What follows belongs to an exercise in optimizing a design on an open flow for small area; a production flow would make more cautious choices.
In this exercise RTL edits were held to simulation tests only and were not proved equivalent to the original.
Power is estimated from default activity; no workload was simulated.

[flow/design.v]
`default_nettype none
package cpu_pkg;
    localparam int WORD_W = 32;
    localparam int REG_W  = 5;
    localparam int OP_W   = 5;
    typedef logic [WORD_W-1:0] word_t;     
    typedef logic [WORD_W-1:0] insn_t;
    typedef logic [REG_W-1:0]  reg_idx_t;
    typedef logic [OP_W-1:0]   opcode_t;
    typedef logic [OP_W-1:0]   alu_op_t;
    typedef enum logic [1:0] {FWD_RF, FWD_MEM, FWD_WB} fwd_sel_t;
    localparam opcode_t OP_RTYPE = 5'd0;
    localparam opcode_t OP_J     = 5'd1;
    localparam opcode_t OP_BNE   = 5'd2;
    localparam opcode_t OP_JAL   = 5'd3;
    localparam opcode_t OP_JR    = 5'd4;
    localparam opcode_t OP_ADDI  = 5'd5;
    localparam opcode_t OP_BLT   = 5'd6;
    localparam opcode_t OP_SW    = 5'd7;
    localparam opcode_t OP_LW    = 5'd8;
    localparam alu_op_t ALU_ADD = 5'd0;
    localparam alu_op_t ALU_SUB = 5'd1;
    localparam alu_op_t ALU_AND = 5'd2;
    localparam alu_op_t ALU_OR  = 5'd3;
    localparam alu_op_t ALU_SLL = 5'd4;
    localparam alu_op_t ALU_SRA = 5'd5;
    localparam int OPC_HI   = 31;
    localparam int OPC_LO   = 27;
    localparam int RD_HI    = 26;
    localparam int RD_LO    = 22;
    localparam int RS_HI    = 21;
    localparam int RS_LO    = 17;
    localparam int RT_HI    = 16;
    localparam int RT_LO    = 12;
    localparam int SHAMT_HI = 11;
    localparam int SHAMT_LO = 7;
    localparam int FUNC_HI  = 6;
    localparam int FUNC_LO  = 2;
    localparam int IMM_HI   = 16;    
    localparam int IMM_LO   = 0;
    localparam int TGT_HI   = 26;    
    localparam int TGT_LO   = 0;
    localparam reg_idx_t LINK_REG = 5'd31;    
    localparam insn_t    NOP_INSN = '0;       
endpackage
`default_nettype wire
`timescale 1ns/1ns
`default_nettype none
module processor (
    input  logic        clock,
    input  logic        rst_n,
    output logic [31:0] address_imem,
    input  logic [31:0] q_imem,
    output logic [31:0] address_dmem,
    output logic [31:0] data,
    output logic        wren,
    input  logic [31:0] q_dmem,
    output logic        ctrl_writeEnable,
    output logic [4:0]  ctrl_writeReg,
    output logic [4:0]  ctrl_readRegA,
    output logic [4:0]  ctrl_readRegB,
    output logic [31:0] data_writeReg,
    input  logic [31:0] data_readRegA,
    input  logic [31:0] data_readRegB
);
    localparam logic [2:0] S_F = 3'd0, S_E1 = 3'd1, S_E2 = 3'd2, S_M = 3'd3, S_P = 3'd4,
                           S_R1 = 3'd5, S_R2 = 3'd6, S_R3 = 3'd7;
    logic [31:0] pc;      
    logic [31:0] x;       
    logic [31:0] y;       
    logic [4:0]  ra;      
    logic [2:0]  st;
    logic        we_r;
    logic        wren_r;
    logic        taken_r;
    logic [4:0]  op, rd, rs, rt, sh, fn;
    assign op = q_imem[31:27];
    assign rd = q_imem[26:22];
    assign rs = q_imem[21:17];
    assign rt = q_imem[16:12];
    assign sh = q_imem[11:7];
    assign fn = q_imem[6:2];
    logic is_r, is_j, is_bne, is_jal, is_jr, is_addi, is_blt, is_sw, is_lw;
    assign is_r    = (op == 5'd0);
    assign is_j    = (op == 5'd1);
    assign is_bne  = (op == 5'd2);
    assign is_jal  = (op == 5'd3);
    assign is_jr   = (op == 5'd4);
    assign is_addi = (op == 5'd5);
    assign is_blt  = (op == 5'd6);
    assign is_sw   = (op == 5'd7);
    assign is_lw   = (op == 5'd8);
    logic in_p, in_m, in_r4;
    assign in_p  = (st == S_P);
    assign in_m  = (st == S_M);
    assign in_r4 = (st == S_R1) || (st == S_R2) || (st == S_R3);
    logic is_sub, is_cmp, to_tgt;
    assign is_sub = is_r && (fn == 5'd1);
    assign is_cmp = is_sub || is_bne || is_blt;       
    assign to_tgt = is_j || is_jal;
    logic use_pc, use_y, use_port, use_nport, use_imm, use_tgt, cin;
    always_comb begin
        if (!rst_n) begin
            use_pc    = 1'b0;
            use_y     = 1'b0;
            use_port  = 1'b0;
            use_nport = 1'b0;
            use_imm   = 1'b0;
            use_tgt   = 1'b0;
            cin       = 1'b0;
        end else if (in_p) begin
            use_pc    = !(to_tgt || is_jr);
            use_y     = is_jr;
            use_port  = 1'b0;
            use_nport = 1'b0;
            use_imm   = taken_r;
            use_tgt   = to_tgt;
            cin       = !(to_tgt || is_jr);
        end else begin
            use_pc    = is_jal;
            use_y     = !is_jal;
            use_port  = is_r && !is_sub;
            use_nport = is_cmp;
            use_imm   = !is_jal && !is_r && !is_bne && !is_blt;
            use_tgt   = 1'b0;
            cin       = is_jal || is_cmp;
        end
    end
    logic [31:0] immx;    
    assign immx = {{5{use_tgt ? q_imem[26] : q_imem[16]}},
                   use_tgt ? q_imem[26:17] : {10{q_imem[16]}}, q_imem[16:0]};
    logic [31:0] port;
    assign port = data_readRegA;
    logic [31:0] op1, op2;
    assign op1 = ({32{use_pc}} & pc) | ({32{use_y}} & y);
    assign op2 = ({32{use_port}} & port) | ({32{use_nport}} & ~port)
               | ({32{use_imm || use_tgt}} & immx);
    logic [31:0] pp, gg, sum, pg_g, pg_p;
    logic [32:0] cc;
    assign pp = op1 ^ op2;
    assign gg = op1 & op2;
    always_comb begin
        pg_g = gg;
        pg_p = pp;
        for (int l = 1; l < 32; l = l * 2)
            for (int i = 2*l-1; i < 32; i += 2*l) begin
                pg_g[i] = pg_g[i] | (pg_p[i] & pg_g[i-l]);
                pg_p[i] = pg_p[i] & pg_p[i-l];
            end
        for (int l = 8; l >= 1; l = l / 2)
            for (int i = 3*l-1; i < 32; i += 2*l) begin
                pg_g[i] = pg_g[i] | (pg_p[i] & pg_g[i-l]);
                pg_p[i] = pg_p[i] & pg_p[i-l];
            end
        cc[0] = cin;
        for (int i = 0; i < 32; i++) cc[i+1] = pg_g[i] | (pg_p[i] & cin);
    end
    assign sum = pp ^ cc[31:0];
    logic eq, lt, taken;
    assign eq    = &pp;                                      
    assign lt    = (y[31] ^ port[31]) ? y[31] : sum[31];     
    assign taken = (is_bne && !eq) || (is_blt && !lt && !eq);
    logic        is_sll, is_sra, is_shift;
    logic [4:0]  rot;
    logic [31:0] rotl, sh_out;
    logic [3:0]  low_ok;      
    logic [7:0]  nib_ok;      
    logic        fill;
    assign is_sll   = is_r && (fn == 5'd4);
    assign is_sra   = is_r && (fn == 5'd5);
    assign is_shift = is_sll || is_sra;
    assign rot      = is_sra ? (5'd0 - sh) : sh;
    assign fill     = is_sra && y[31];
    always_comb begin
        logic [63:0] dbl;
        dbl  = {y, y} << rot[1:0];
        rotl = dbl[63:32];
        for (int i = 0; i < 4; i++) low_ok[i] = (2'(i) >= rot[1:0]);
        for (int n = 0; n < 8; n++) nib_ok[n] = (n + int'(rot[4:2])) < 8;
        for (int i = 0; i < 32; i++) begin
            logic keep;
            keep = nib_ok[i/4] && (i >= 4 || low_ok[i]);
            if (is_sra) keep = !keep || (sh == 5'd0);
            sh_out[i] = keep ? rotl[i] : fill;
        end
    end
    logic en_sum, en_and, en_or;
    assign en_sum = !is_r || (fn == 5'd0) || is_sub;
    assign en_and = is_r && (fn == 5'd2);
    assign en_or  = is_r && (fn == 5'd3);
    logic [31:0] alu;
    assign alu = ({32{en_sum}} & sum) | ({32{en_and}} & y & port) | ({32{en_or}} & (y | port))
               | ({32{is_shift}} & sh_out);
    logic writes;
    assign writes = (is_r || is_addi || is_lw || is_jal) && ((rd != 5'd0) || is_jal);
    logic [2:0] after_e2, after_r16;
    always_comb begin
        case (rot[3:2])
            2'd0:    after_r16 = S_P;
            2'd1:    after_r16 = S_R1;
            2'd2:    after_r16 = S_R2;
            default: after_r16 = S_R3;
        endcase
        if (is_lw || (is_shift && rot[4])) after_e2 = S_M;
        else if (is_shift)                after_e2 = after_r16;
        else                              after_e2 = S_P;
    end
    always_ff @(posedge clock) begin
        x <= ({32{in_m && is_lw}} & q_dmem) | ({32{in_m && !is_lw}} & {x[15:0], x[31:16]})
           | ({32{in_r4}} & {x[27:0], x[31:28]}) | ({32{!in_m && !in_r4}} & alu);
        y <= port;
        case (st)
            S_F:     ra <= rs;
            S_E1:    ra <= is_r ? rt : rd;
            default: ra <= is_jal ? 5'd31 : rd;
        endcase
        taken_r <= taken;
    end
    always_ff @(posedge clock) begin
        if (!rst_n || in_p) begin
            pc <= sum;
        end
    end
    always_ff @(posedge clock) begin
        if (!rst_n) begin
            st <= S_F;
        end else begin
            case (st)
                S_F:     st <= S_E1;
                S_E1:    st <= S_E2;
                S_E2:    st <= after_e2;
                S_M:     st <= is_lw ? S_P : after_r16;
                S_R3:    st <= S_R2;
                S_R2:    st <= S_R1;
                S_R1:    st <= S_P;
                default: st <= S_F;
            endcase
        end
    end
    always_ff @(posedge clock) begin
        we_r   <= writes;
        wren_r <= is_sw;
    end
    assign address_imem     = pc;
    assign address_dmem     = x;
    assign data             = y;
    assign wren             = wren_r && in_p;
    assign ctrl_writeEnable = we_r && in_p;
    assign ctrl_writeReg    = ra;
    assign data_writeReg    = x;
    assign ctrl_readRegA    = ra;
    assign ctrl_readRegB    = ra;
endmodule
`default_nettype wire
[flow/flow/run.sh]
#!/bin/bash
# Standard ORFS layout with three changes: ABC maps the logic with flow/area.abc,
# the port buffers use the smallest buffer cell, and clock tree synthesis adds
# no dummy loads. Each tool's output goes to a log file in this folder.
set -euo pipefail
here=$(pwd)
# the standard synthesis script, with abc's -script replaced
cat > "$here/synth_area.tcl" <<EOF
proc abc {args} {
    set i [lsearch -exact \$args -script]
    if {\$i >= 0} {
        lset args [expr {\$i + 1}] {$here/flow/area.abc}
    }
    yosys abc {*}\$args
}
source {$here/synth_recipe.tcl}
EOF
export BUFFER_PORTS_ARGS="-buffer_cell sky130_fd_sc_hd__buf_1"
export CTS_ARGS="-sink_clustering_enable -repair_clock_nets -buf_list sky130_fd_sc_hd__clkbuf_8 -dont_use_dummy_load"
bash standard.sh "SYNTH_SCRIPT=$here/synth_area.tcl" synth > synth.log 2>&1
bash standard.sh "BUFFER_PORTS_ARGS=$BUFFER_PORTS_ARGS" "CTS_ARGS=$CTS_ARGS" finish > layout.log 2>&1
[flow/flow/area.abc]
strash
&get -n
&st
&dch -f
&nf -R 1000
&put
strash
&get -n
&st
&dch -f
&nf -R 1000
&put
topo
[flow/standard.sh]
#!/bin/bash
# synth_recipe.tcl (not shown) runs the flow's synth.tcl, then flattens the netlist and writes it again
# the make line also repeats each setting of config.mk as NAME=value (left out here)
make -C /OpenROAD-flow-scripts/flow DESIGN_CONFIG=/design/flow/config.mk WORK_HOME=/design/flow/orfs CLKGATE_MAP_FILE= SYNTH_SCRIPT=/design/flow/synth_recipe.tcl "${@:-finish}"
[flow/config.mk]
export PLATFORM = sky130hd
export DESIGN_NAME = processor
export DESIGN_NICKNAME = processor
export VERILOG_FILES = /design/flow/design.v
export SDC_FILE = /design/flow/constraint.sdc
export NUM_CORES = 4
export LEC_CHECK = 0
export CAP_MARGIN = 0
export CORE_MARGIN = 2
export CORE_UTILIZATION = 78
export CTS_BUF_LIST = sky130_fd_sc_hd__clkbuf_8
export PLACE_DENSITY = 0.88
export SLEW_MARGIN = 0
[flow/constraint.sdc]
create_clock -name core_clock -period 10.0 [get_ports {clock}]
set_input_delay 2.0000 -clock core_clock [delete_from_list [all_inputs] [get_ports {clock}]]
set_output_delay 2.0000 -clock core_clock [all_outputs]
set_load 0.01 [all_outputs]
==> results of run 1 <==
==> per-stage QoR <==
stage	area (um2)	hold WS [ns]	utilization	cells	power (W)
floorplan	7610	0.541	-	911	0.00107
global placement	8500	0.511	0.882	1258	0.00123
detailed placement	8500	0.538	0.882	1258	0.00126
CTS	8620	0.540	0.894	1267	0.00146
global route	8620	0.601	0.894	1267	0.00159
finish	8620	0.546	0.895	1268	0.00151
==> metal layers <==
metal  global-route usage  vias to the layer above
met3                0.236                      236
met5                    0                        -
met2                0.785                      891
met4                0.361                        6
met1                0.640                     4055
li1                     -                     3897
==> area by class of cell <==
class | count | area [um2]
inverter | 14 | 52.6
sequential | 107 | 2460
multi-input combinational | 748 | 4800
fill | 514 | 1010
antenna | 1 | 2.50
tap | 133 | 166
timing repair buffer | 256 | 1020
clock buffer | 9 | 124
==> worst reg2reg max path, stage by stage, from the launching register on <==
cell	delay, ns
sky130_fd_sc_hd__dfxtp_1	0.37
sky130_fd_sc_hd__nor2_1	0.37
sky130_fd_sc_hd__nand2_1	0.21
sky130_fd_sc_hd__nor2_1	0.75
sky130_fd_sc_hd__a311oi_1	0.14
sky130_fd_sc_hd__nor2_1	0.53
sky130_fd_sc_hd__nand2_1	0.14
sky130_fd_sc_hd__nand2_1	0.09
sky130_fd_sc_hd__ha_1	0.27
sky130_fd_sc_hd__a21oi_1	0.19
sky130_fd_sc_hd__nor2_1	0.06
sky130_fd_sc_hd__a211oi_1	0.32
sky130_fd_sc_hd__o22ai_1	0.12
sky130_fd_sc_hd__a211oi_1	0.47
sky130_fd_sc_hd__o21ai_0	0.38
sky130_fd_sc_hd__a221oi_1	0.60
sky130_fd_sc_hd__o31ai_1	0.23
sky130_fd_sc_hd__nand3_1	0.14
sky130_fd_sc_hd__nand2_1	0.09
sky130_fd_sc_hd__a21oi_1	0.24
sky130_fd_sc_hd__xor2_1	0.22
sky130_fd_sc_hd__clkinv_1	0.14
sky130_fd_sc_hd__a21oi_1	0.52
sky130_fd_sc_hd__o21ai_0	0.16
==> report_power, final <==
| part | leakage (nW) | switching [W] | internal, W |
|---|---|---|---|
| clock | 0.0647 | 0.000139 | 0.0000813 |
| sequential | 0.948 | 0.000106 | 0.000560 |
| combinational | 2.32 | 0.000409 | 0.000212 |
| total | 3.33 | 0.000654 | 0.000853 |
==> Yosys cell counts (15+ instances only) <==
cell type | n | area, um2
sky130_fd_sc_hd__nand2_1 | 144 | 541
sky130_fd_sc_hd__maj3_1 | 29 | 290
sky130_fd_sc_hd__buf_4 | 42 | 315
sky130_fd_sc_hd__edfxtp_1 | 32 | 961
sky130_fd_sc_hd__a21oi_1 | 75 | 375
sky130_fd_sc_hd__mux2i_1 | 27 | 270
sky130_fd_sc_hd__xnor2_1 | 18 | 158
sky130_fd_sc_hd__dfxtp_1 | 75 | 1500
sky130_fd_sc_hd__ha_1 | 35 | 438
sky130_fd_sc_hd__nor3_1 | 15 | 75.1
sky130_fd_sc_hd__a222oi_1 | 30 | 300
sky130_fd_sc_hd__a22o_1 | 38 | 333
sky130_fd_sc_hd__o21ai_0 | 123 | 616
sky130_fd_sc_hd__nor2_1 | 63 | 236
==> how the worst min path moves through the flow <==
stage	start	endpoint	slack [ns]
floorplan	x[27]	x[31]	0.54
global placement	x[26]	x[10]	0.51
detailed placement	x[19]	x[3]	0.54
CTS	x[26]	x[10]	0.54
global route	x[21]	x[5]	0.60
finish	x[26]	x[10]	0.55
==> cells by family after synthesis <==
group / Yosys count / share of synthesized area
adder cells (fa/ha/maj): 65 / 0.0984
AND/OR/NAND/NOR: 270 / 0.152
AO/OA/AOI/OAI: 347 / 0.295
buffers and inverters: 56 / 0.0484
flip-flops: 107 / 0.324
multiplexers: 35 / 0.0474
XOR/XNOR: 31 / 0.0357
==> registers in the layout, indices dropped and copies added, names as in the netlist <==
name     cells
pc          32
we_r         1
st           3
wren_r       1
y           32
ra           5
x           32
taken_r      1
==> flow_results.xml, run 1 <==
<?xml version="1.0" encoding="UTF-8"?>
<metrics>
  <group name="drt">
    <metric name="drt_wl_total" unit="um">28300</metric>
    <metric name="route.detailed.wl_per_inst" unit="um">22.3</metric>
    <metric name="wl_met1" unit="um">9400</metric>
    <metric name="routed.top_layer" unit="">met5</metric>
    <metric name="drc" unit="">0</metric>
    <metric name="routed-wl-met2" unit="um">12100</metric>
    <metric name="route.met3.wl" unit="um">4510</metric>
    <metric name="detailedRoute.firstPassIterationCount" unit="">12</metric>
    <metric name="routed-via-count" unit="">9085</metric>
    <metric name="drt_first_iter_violations" unit="">1379</metric>
    <metric name="final_antenna_net_count" unit="">0</metric>
    <metric name="vias_per_cell" unit="">7.16</metric>
  </group>
  <group name="clock_network">
    <metric name="cts.clk_slew.worst_paths" unit="ns">0.11</metric>
    <metric name="cts-root-buf" unit="">sky130_fd_sc_hd__clkbuf_8</metric>
    <metric name="cts_tree" unit="">yes</metric>
    <metric name="cts_buffers" unit="">9</metric>
    <metric name="hold_bufs_at_cts" unit="">0</metric>
    <metric name="postCtsResizedCells" unit="">0</metric>
    <metric name="clock_path_buffers" unit="">2</metric>
    <metric name="clkSinkCount" unit="">107</metric>
    <metric name="insertion_delay" unit="ns">0.40</metric>
    <metric name="post_cts.repair.setup_buffers" unit="">0</metric>
    <metric name="htree_levels" unit="">3</metric>
  </group>
  <group name="worst_setup_path">
    <metric name="cp.depth" unit="">23</metric>
    <metric name="timing.rr.start" unit="">st[1]</metric>
    <metric name="critical_path_arrival" unit="ns">8.66</metric>
    <metric name="worstRegToRegCells" unit="">23</metric>
    <metric name="worstSetupEndpointType" unit="">flop</metric>
    <metric name="worst_r2r_end" unit="">x[31]</metric>
    <metric name="timing.critical_path.max_delay_family" unit="">compound AO/OA/AOI/OAI gates</metric>
    <metric name="crit_chain" unit="">buf_1, nor3_1, and2_0, nand4_1, nand2_1, o21ai_0, nand2_1, ha_1, a21oi_1, nor2_1, a211oi_1, o22ai_1, a211oi_1, o21ai_0, a221oi_1, o31ai_1, nand3_1, nand2_1, a21oi_1, xor2_1, clkinv_1, a21oi_1, o21ai_0</metric>
    <metric name="critPathLaunchType" unit="">primary input</metric>
    <metric name="timing_startpoint_of_the_critical_path" unit="">q_imem[30]</metric>
    <metric name="worstSetupEndpoint" unit="">x[31]</metric>
    <metric name="r2r_setup_slack" unit="ns">3.10</metric>
    <metric name="crit_fanout" unit="">13</metric>
    <metric name="required_time_of_the_critical_path" unit="ns">10.26</metric>
    <metric name="worstPathBufferInverterCount" unit="">2</metric>
    <metric name="critical_path_s_largest_stage_delay" unit="ns">0.78</metric>
    <metric name="timing_worst_setup_path_type" unit="">in2reg</metric>
    <metric name="worst_path_max_delay_cell" unit="">sky130_fd_sc_hd__nand4_1</metric>
  </group>
  <group name="timing">
    <metric name="finalSetupViolations" unit="">0</metric>
    <metric name="timing.slew.headroom" unit="">0.293</metric>
    <metric name="hold_violations" unit="">0</metric>
    <metric name="slew_viol_final" unit="">0</metric>
    <metric name="grt_setup_unrepaired" unit="">no</metric>
    <metric name="final_min_period_over_clock_period" unit="">0.840</metric>
    <metric name="period_needed" unit="ns">8.40</metric>
    <metric name="post-route-worst-setup-slack" unit="ns">1.60</metric>
    <metric name="skew" unit="ns">0.0318</metric>
    <metric name="achievable-frequency" unit="MHz">119</metric>
    <metric name="finalSetupTns" unit="ns">0</metric>
    <metric name="tightest_slew" unit="ns">1.05</metric>
  </group>
  <group name="power_and_ir_drop">
    <metric name="power.density" unit="nW/um2">175</metric>
    <metric name="leakage_power" unit="nW">3.33</metric>
    <metric name="vdd_drop_max" unit="uV">119</metric>
  </group>
  <group name="logic_synthesis">
    <metric name="synth-main-ff-cell" unit="">sky130_fd_sc_hd__dfxtp_1</metric>
    <metric name="synth.yosys.seq_area_share" unit="">0.324</metric>
    <metric name="postSynthNetCount" unit="">1077</metric>
    <metric name="ys_async_sr_fraction" unit="">0</metric>
    <metric name="synth.ff_latch_count" unit="">107</metric>
    <metric name="synth_cell_type_count" unit="">47</metric>
    <metric name="yosys_warnings" unit="">29</metric>
    <metric name="post_synth_inst_count" unit="">911</metric>
    <metric name="synthesis.area_per_instance" unit="um2">8.35</metric>
    <metric name="syn_area" unit="um2">7610</metric>
    <metric name="synth_enable_flop_cells" unit="">32</metric>
  </group>
  <group name="placement">
    <metric name="portBuffers" unit="">242</metric>
    <metric name="place_ws" unit="ns">1.63</metric>
    <metric name="place.gp.congestion" unit="">1.09</metric>
    <metric name="detailedPlacementHpwl" unit="um">20300</metric>
  </group>
  <group name="outcome">
    <metric name="run_status" unit="">complete, no violations</metric>
  </group>
  <group name="die">
    <metric name="die-width" unit="um">103</metric>
    <metric name="initial_utilization" unit="">0.789</metric>
    <metric name="io-pin-count" unit="">275</metric>
    <metric name="die_height" unit="um">103</metric>
    <metric name="full_die_area" unit="um2">10600</metric>
    <metric name="std_cell_core_area" unit="um2">9640</metric>
    <metric name="row_count" unit="">36</metric>
  </group>
  <group name="grt">
    <metric name="globalRouteTotalUtil" unit="">0.537</metric>
    <metric name="grt_start_max_net_pins" unit="">41</metric>
    <metric name="grt_pass1_wl" unit="um">42600</metric>
    <metric name="number_of_global_route_vias_before_repair" unit="">8139</metric>
    <metric name="number_of_antenna_violations_at_the_first_check_in_global_routing" unit="">4</metric>
    <metric name="grt_overflow" unit="">0</metric>
  </group>
  <group name="layout">
    <metric name="final_cell_mix" unit="">sky130_fd_sc_hd__buf_1 (240), sky130_fd_sc_hd__nand2_1 (144), sky130_fd_sc_hd__o21ai_0 (122), sky130_fd_sc_hd__a21oi_1 (75), sky130_fd_sc_hd__dfxtp_1 (75)</metric>
    <metric name="layout-drive-gt1-share" unit="">0.0282</metric>
    <metric name="num-nets-final" unit="">1302</metric>
    <metric name="flow.area_growth_from_synthesis" unit="%">13.4</metric>
    <metric name="most_common_cell_after_layout_fill_and_taps_aside" unit="">sky130_fd_sc_hd__buf_1</metric>
  </group>
  <group name="hold_path">
    <metric name="hold_class" unit="">reg2reg</metric>
    <metric name="holdPathStages" unit="">2</metric>
  </group>
  <group name="run">
    <metric name="maxCapViolCount" unit="">0</metric>
  </group>
</metrics>
==> run 2, diff against run 1 <==
--- a/flow/flow/run.sh
+++ b/flow/flow/run.sh
@@ -2,5 +2,6 @@
 # Standard ORFS layout with three changes: ABC maps the logic with flow/area.abc,
 # the port buffers use the smallest buffer cell, and clock tree synthesis adds
-# no dummy loads. Each tool's output goes to a log file in this folder.
+# no dummy loads; after global routing the resizer downsizes cells with
+# slack to spare (RECOVER_POWER). Each tool's output goes to a log file in this folder.
 set -euo pipefail
 here=$(pwd)
@@ -19,3 +20,3 @@
 export CTS_ARGS="-sink_clustering_enable -repair_clock_nets -buf_list sky130_fd_sc_hd__clkbuf_8 -dont_use_dummy_load"
 bash standard.sh "SYNTH_SCRIPT=$here/synth_area.tcl" synth > synth.log 2>&1
-bash standard.sh "BUFFER_PORTS_ARGS=$BUFFER_PORTS_ARGS" "CTS_ARGS=$CTS_ARGS" finish > layout.log 2>&1
+bash standard.sh "BUFFER_PORTS_ARGS=$BUFFER_PORTS_ARGS" "CTS_ARGS=$CTS_ARGS" RECOVER_POWER=100 finish > layout.log 2>&1
==> flow/flow/area.abc (replaced) <==
strash
&get -n
&st
&dc2
&dch -f
&nf -R 1000
&put
strash
&get -n
&st
&dch -f
&nf -R 1000
&put
topo
--- a/flow/config.mk
+++ b/flow/config.mk
@@ -8,6 +8,6 @@
 export CAP_MARGIN = 0
 export CORE_MARGIN = 2
-export CORE_UTILIZATION = 78
+export CORE_UTILIZATION = 70
 export CTS_BUF_LIST = sky130_fd_sc_hd__clkbuf_8
-export PLACE_DENSITY = 0.88
+export PLACE_DENSITY = 0.8
 export SLEW_MARGIN = 0
==> flow_results.xml, run 2 <==
<?xml version="1.0" encoding="UTF-8"?>
<metrics>
  <group name="outcome">
    <metric name="run_status" unit="">failed layout checks</metric>
    <metric name="checkFailReasons" unit="">capacitance limit, slew limit</metric>
  </group>
  <group name="logic_synthesis">
    <metric name="synth.most_common_cell" unit="">sky130_fd_sc_hd__nand2_1</metric>
    <metric name="post_synth_most_frequent_cells" unit="">sky130_fd_sc_hd__nand2_1 (118), sky130_fd_sc_hd__o21ai_0 (113), sky130_fd_sc_hd__dfxtp_1 (75)</metric>
    <metric name="synth.ff_latch_count" unit="">107</metric>
    <metric name="synthesis.area_per_instance" unit="um2">8.59</metric>
    <metric name="synth_top_cell_by_area" unit="">sky130_fd_sc_hd__dfxtp_1</metric>
    <metric name="syn_area" unit="um2">7530</metric>
    <metric name="post_synth_inst_count" unit="">877</metric>
    <metric name="synth_cell_type_count" unit="">45</metric>
    <metric name="synth_enable_flop_cells" unit="">32</metric>
    <metric name="synth_largest_type_area_fraction" unit="">0.199</metric>
    <metric name="synth_top_cells_by_area" unit="">sky130_fd_sc_hd__dfxtp_1 (20%), sky130_fd_sc_hd__edfxtp_1 (13%), sky130_fd_sc_hd__o21ai_0 (7.5%), sky130_fd_sc_hd__nand2_1 (5.9%), sky130_fd_sc_hd__ha_1 (5.8%)</metric>
    <metric name="synth-main-ff-cell" unit="">sky130_fd_sc_hd__dfxtp_1</metric>
    <metric name="synth.yosys.seq_area_share" unit="">0.327</metric>
    <metric name="ys_async_sr_fraction" unit="">0</metric>
    <metric name="yosys_warnings" unit="">29</metric>
    <metric name="postSynthNetCount" unit="">1043</metric>
  </group>
  <group name="run">
    <metric name="maxCapViolCount" unit="">1</metric>
  </group>
  <group name="drt">
    <metric name="final_antenna_net_count" unit="">0</metric>
    <metric name="routed-via-count" unit="">8639</metric>
    <metric name="route.detailed.wl_per_inst" unit="um">21.7</metric>
    <metric name="vias_per_cell" unit="">6.97</metric>
    <metric name="drt_first_iter_violations" unit="">1394</metric>
    <metric name="detailedRoute.firstPassIterationCount" unit="">13</metric>
    <metric name="drt_wl_total" unit="um">26900</metric>
    <metric name="drc" unit="">0</metric>
  </group>
  <group name="grt">
    <metric name="grt_start_max_net_pins" unit="">38</metric>
    <metric name="grt_overflow" unit="">0</metric>
    <metric name="number_of_global_route_vias_before_repair" unit="">7505</metric>
    <metric name="grt_pass1_wl" unit="um">40300</metric>
    <metric name="globalRouteTotalUtil" unit="">0.448</metric>
    <metric name="number_of_antenna_violations_at_the_first_check_in_global_routing" unit="">0</metric>
  </group>
  <group name="clock_network">
    <metric name="hold_bufs_at_cts" unit="">0</metric>
    <metric name="htree_levels" unit="">3</metric>
    <metric name="cts-root-buf" unit="">sky130_fd_sc_hd__clkbuf_8</metric>
    <metric name="postCtsResizedCells" unit="">0</metric>
    <metric name="insertion_delay" unit="ns">0.38</metric>
    <metric name="cts_buffers" unit="">9</metric>
    <metric name="cts.clk_slew.worst_paths" unit="ns">0.12</metric>
    <metric name="cts_tree" unit="">yes</metric>
    <metric name="clock_path_buffers" unit="">2</metric>
    <metric name="post_cts.repair.setup_buffers" unit="">0</metric>
    <metric name="clkSinkCount" unit="">107</metric>
  </group>
  <group name="timing">
    <metric name="grt_setup_unrepaired" unit="">no</metric>
    <metric name="hold_violations" unit="">0</metric>
    <metric name="final_min_period_over_clock_period" unit="">0.881</metric>
    <metric name="finalSetupTns" unit="ns">0</metric>
    <metric name="timing.slew.headroom" unit="">-0.640</metric>
    <metric name="achievable-frequency" unit="MHz">114</metric>
    <metric name="tightest_slew" unit="ns">2.46</metric>
    <metric name="skew" unit="ns">0.0327</metric>
    <metric name="finalSetupViolations" unit="">0</metric>
    <metric name="period_needed" unit="ns">8.81</metric>
    <metric name="slew_viol_final" unit="">37</metric>
  </group>
  <group name="worst_setup_path">
    <metric name="critPathLaunchType" unit="">primary input</metric>
    <metric name="worst_path_max_delay_cell" unit="">sky130_fd_sc_hd__clkbuf_1</metric>
    <metric name="timing_worst_setup_path_type" unit="">in2reg</metric>
    <metric name="crit_chain" unit="">clkbuf_1, nand2_1, clkbuf_1, o31ai_4, buf_4, o21ai_0, nand2_1, ha_1, and3_1, nand4_1, nor2_1, a21o_1, nand2b_1, o211ai_1, clkinv_1, o21ai_0, a31oi_1, o21ai_0, a21oi_1, xnor2_1, nand2b_1, a31oi_1, a31oi_1</metric>
    <metric name="worstSetupEndpointType" unit="">flop</metric>
    <metric name="critical_path_s_largest_stage_delay" unit="ns">1.76</metric>
    <metric name="crit_fanout" unit="">36</metric>
    <metric name="required_time_of_the_critical_path" unit="ns">10.20</metric>
    <metric name="critical_path_arrival" unit="ns">9.01</metric>
  </group>
  <group name="placement">
    <metric name="place_inst" unit="">1229</metric>
    <metric name="place.gp.congestion" unit="">1.05</metric>
    <metric name="portBuffers" unit="">242</metric>
    <metric name="detailedPlacementHpwl" unit="um">19800</metric>
  </group>
  <group name="power_and_ir_drop">
    <metric name="combinationalPowerShare" unit="">0.465</metric>
    <metric name="pwr-share-clk" unit="">0.123</metric>
    <metric name="seq_power_share" unit="">0.412</metric>
    <metric name="power.density" unit="nW/um2">211</metric>
    <metric name="netSwitchingPower" unit="W">0.000827</metric>
    <metric name="leakage_power" unit="nW">3.35</metric>
    <metric name="internal_power" unit="W">0.000984</metric>
    <metric name="vdd_drop_max" unit="uV">190</metric>
    <metric name="sw_frac_of_total" unit="">0.457</metric>
  </group>
  <group name="layout">
    <metric name="flow.area_growth_from_synthesis" unit="%">14.0</metric>
    <metric name="largest_registers" unit="">pc (32), x (32), y (32)</metric>
    <metric name="final_cell_mix" unit="">sky130_fd_sc_hd__buf_1 (240), sky130_fd_sc_hd__nand2_1 (118), sky130_fd_sc_hd__o21ai_0 (112), sky130_fd_sc_hd__dfxtp_1 (75), sky130_fd_sc_hd__nor2_1 (71)</metric>
    <metric name="num-nets-final" unit="">1270</metric>
    <metric name="most_common_cell_after_layout_fill_and_taps_aside" unit="">sky130_fd_sc_hd__buf_1</metric>
    <metric name="post_layout_nonfiller_instances" unit="">1240</metric>
    <metric name="layout-drive-gt1-share" unit="">0.0309</metric>
  </group>
  <group name="die">
    <metric name="io-pin-count" unit="">275</metric>
    <metric name="std_cell_core_area" unit="um2">10400</metric>
    <metric name="full_die_area" unit="um2">11600</metric>
    <metric name="die-width" unit="um">108</metric>
    <metric name="row_count" unit="">37</metric>
    <metric name="initial_utilization" unit="">0.726</metric>
    <metric name="die_height" unit="um">108</metric>
  </group>
  <group name="hold_path">
    <metric name="hold_class" unit="">reg2reg</metric>
  </group>
</metrics>
-- run 2: per-stage QoR --
stage               power (W)  worst slack (ns)  area [um2]   util  hold WS (ns)
floorplan             0.00132              2.44        7530      -         0.486
global placement      0.00154              2.19        8460  0.816         0.466
detailed placement    0.00156              2.04        8460  0.816         0.476
CTS                   0.00178              2.38        8590  0.828         0.459
global route          0.00190             0.892        8580  0.828         0.467
finish                0.00181              1.19        8590  0.828         0.460
-- run 2: kinds of logic (layout without fill, tap and decap cells) --
family | after synthesis | count (layout) | share of synthesized area
AND/OR/NAND/NOR | 254 | 254 | 0.146
buffers and inverters | 54 | 279 | 0.0478
adder cells (fa/ha/maj) | 67 | 67 | 0.102
XOR/XNOR | 31 | 31 | 0.0361
multiplexers | 38 | 38 | 0.0515
AO/OA/AOI/OAI | 326 | 326 | 0.289
flip-flops | 107 | 107 | 0.327
other | 0 | 2 | 0
-- run 2: area by class of cell --
| cell class | count | area (um2) |
|---|---|---|
| Antenna cell | 2 | 5.00 |
| Clock buffer | 9 | 124 |
| Fill cell | 705 | 1780 |
| Inverter | 12 | 45.0 |
| Multi-Input combinational cell | 716 | 4750 |
| Sequential cell | 107 | 2460 |
| Tap cell | 136 | 170 |
| Timing Repair Buffer | 258 | 1030 |
-- run 2: path summary, 6_finish.rpt --
path | startpoint | to | slack (ns) | depth (start not counted)
min | x[8] | x[12] | 0.46 | 2
max | rst_n | taken_r | 1.19 | 23
min reg2reg | x[8] | x[12] | 0.46 | 2
max reg2reg | st[1] | taken_r | 2.23 | 24
-- run 2: routing by layer --
metal	global-route usage	routed length, um
met1	0.594	10000
met4	0.231	1490
met2	0.686	11900
met3	0.0975	3510
met5	0	0
-- run 2: power groups by stage --
stage               Sequential (W)  Combinational (W)  Clock, W
CTS                       0.000739           0.000818  0.000220
global placement          0.000741           0.000796         0
finish                    0.000746           0.000842  0.000223
detailed placement        0.000750           0.000812         0
floorplan                 0.000772           0.000547         0
global route              0.000757           0.000904  0.000235
-- run 2: critical path: cells and delay by family --
family                     cells  cell delay, ns
xor gates and xnor gates       1            0.35
and+or+nand+nor                7            0.98
AOI/OAI and AO/OA             10            2.78
adders and majority gates      1            0.35
buffers and inverters          4            2.50

==> port drivers added, routing unchanged <==
How much do the figures lean on ideal ports? The routed layouts below were timed once more, with nothing changed but the port constraints.
Step 1, drivers: a clkbuf_16 drives clock and a buf_2 each remaining input, both assumed.
Step 2 times the ports against the registers' clock, not the clock port: input delays grow and output delays shrink by t, the midpoint of the rising clock arrivals with the driver on.
a / b / c = ideal / step 1 / step 2; a / b = the first two.
| run | shift t [ns] | setup slack, ns | worst setup path at the end |
|---|---|---|---|
| run 1 | 0.423 | 1.595 / 1.612 / 1.189 | input to register |
| run 2 | 0.406 | 1.194 / 1.208 / 0.801 | input to register |
The setup slack of run 1, which loses most, moves by +0.017 ns with the drivers and by -0.406 ns with both steps.
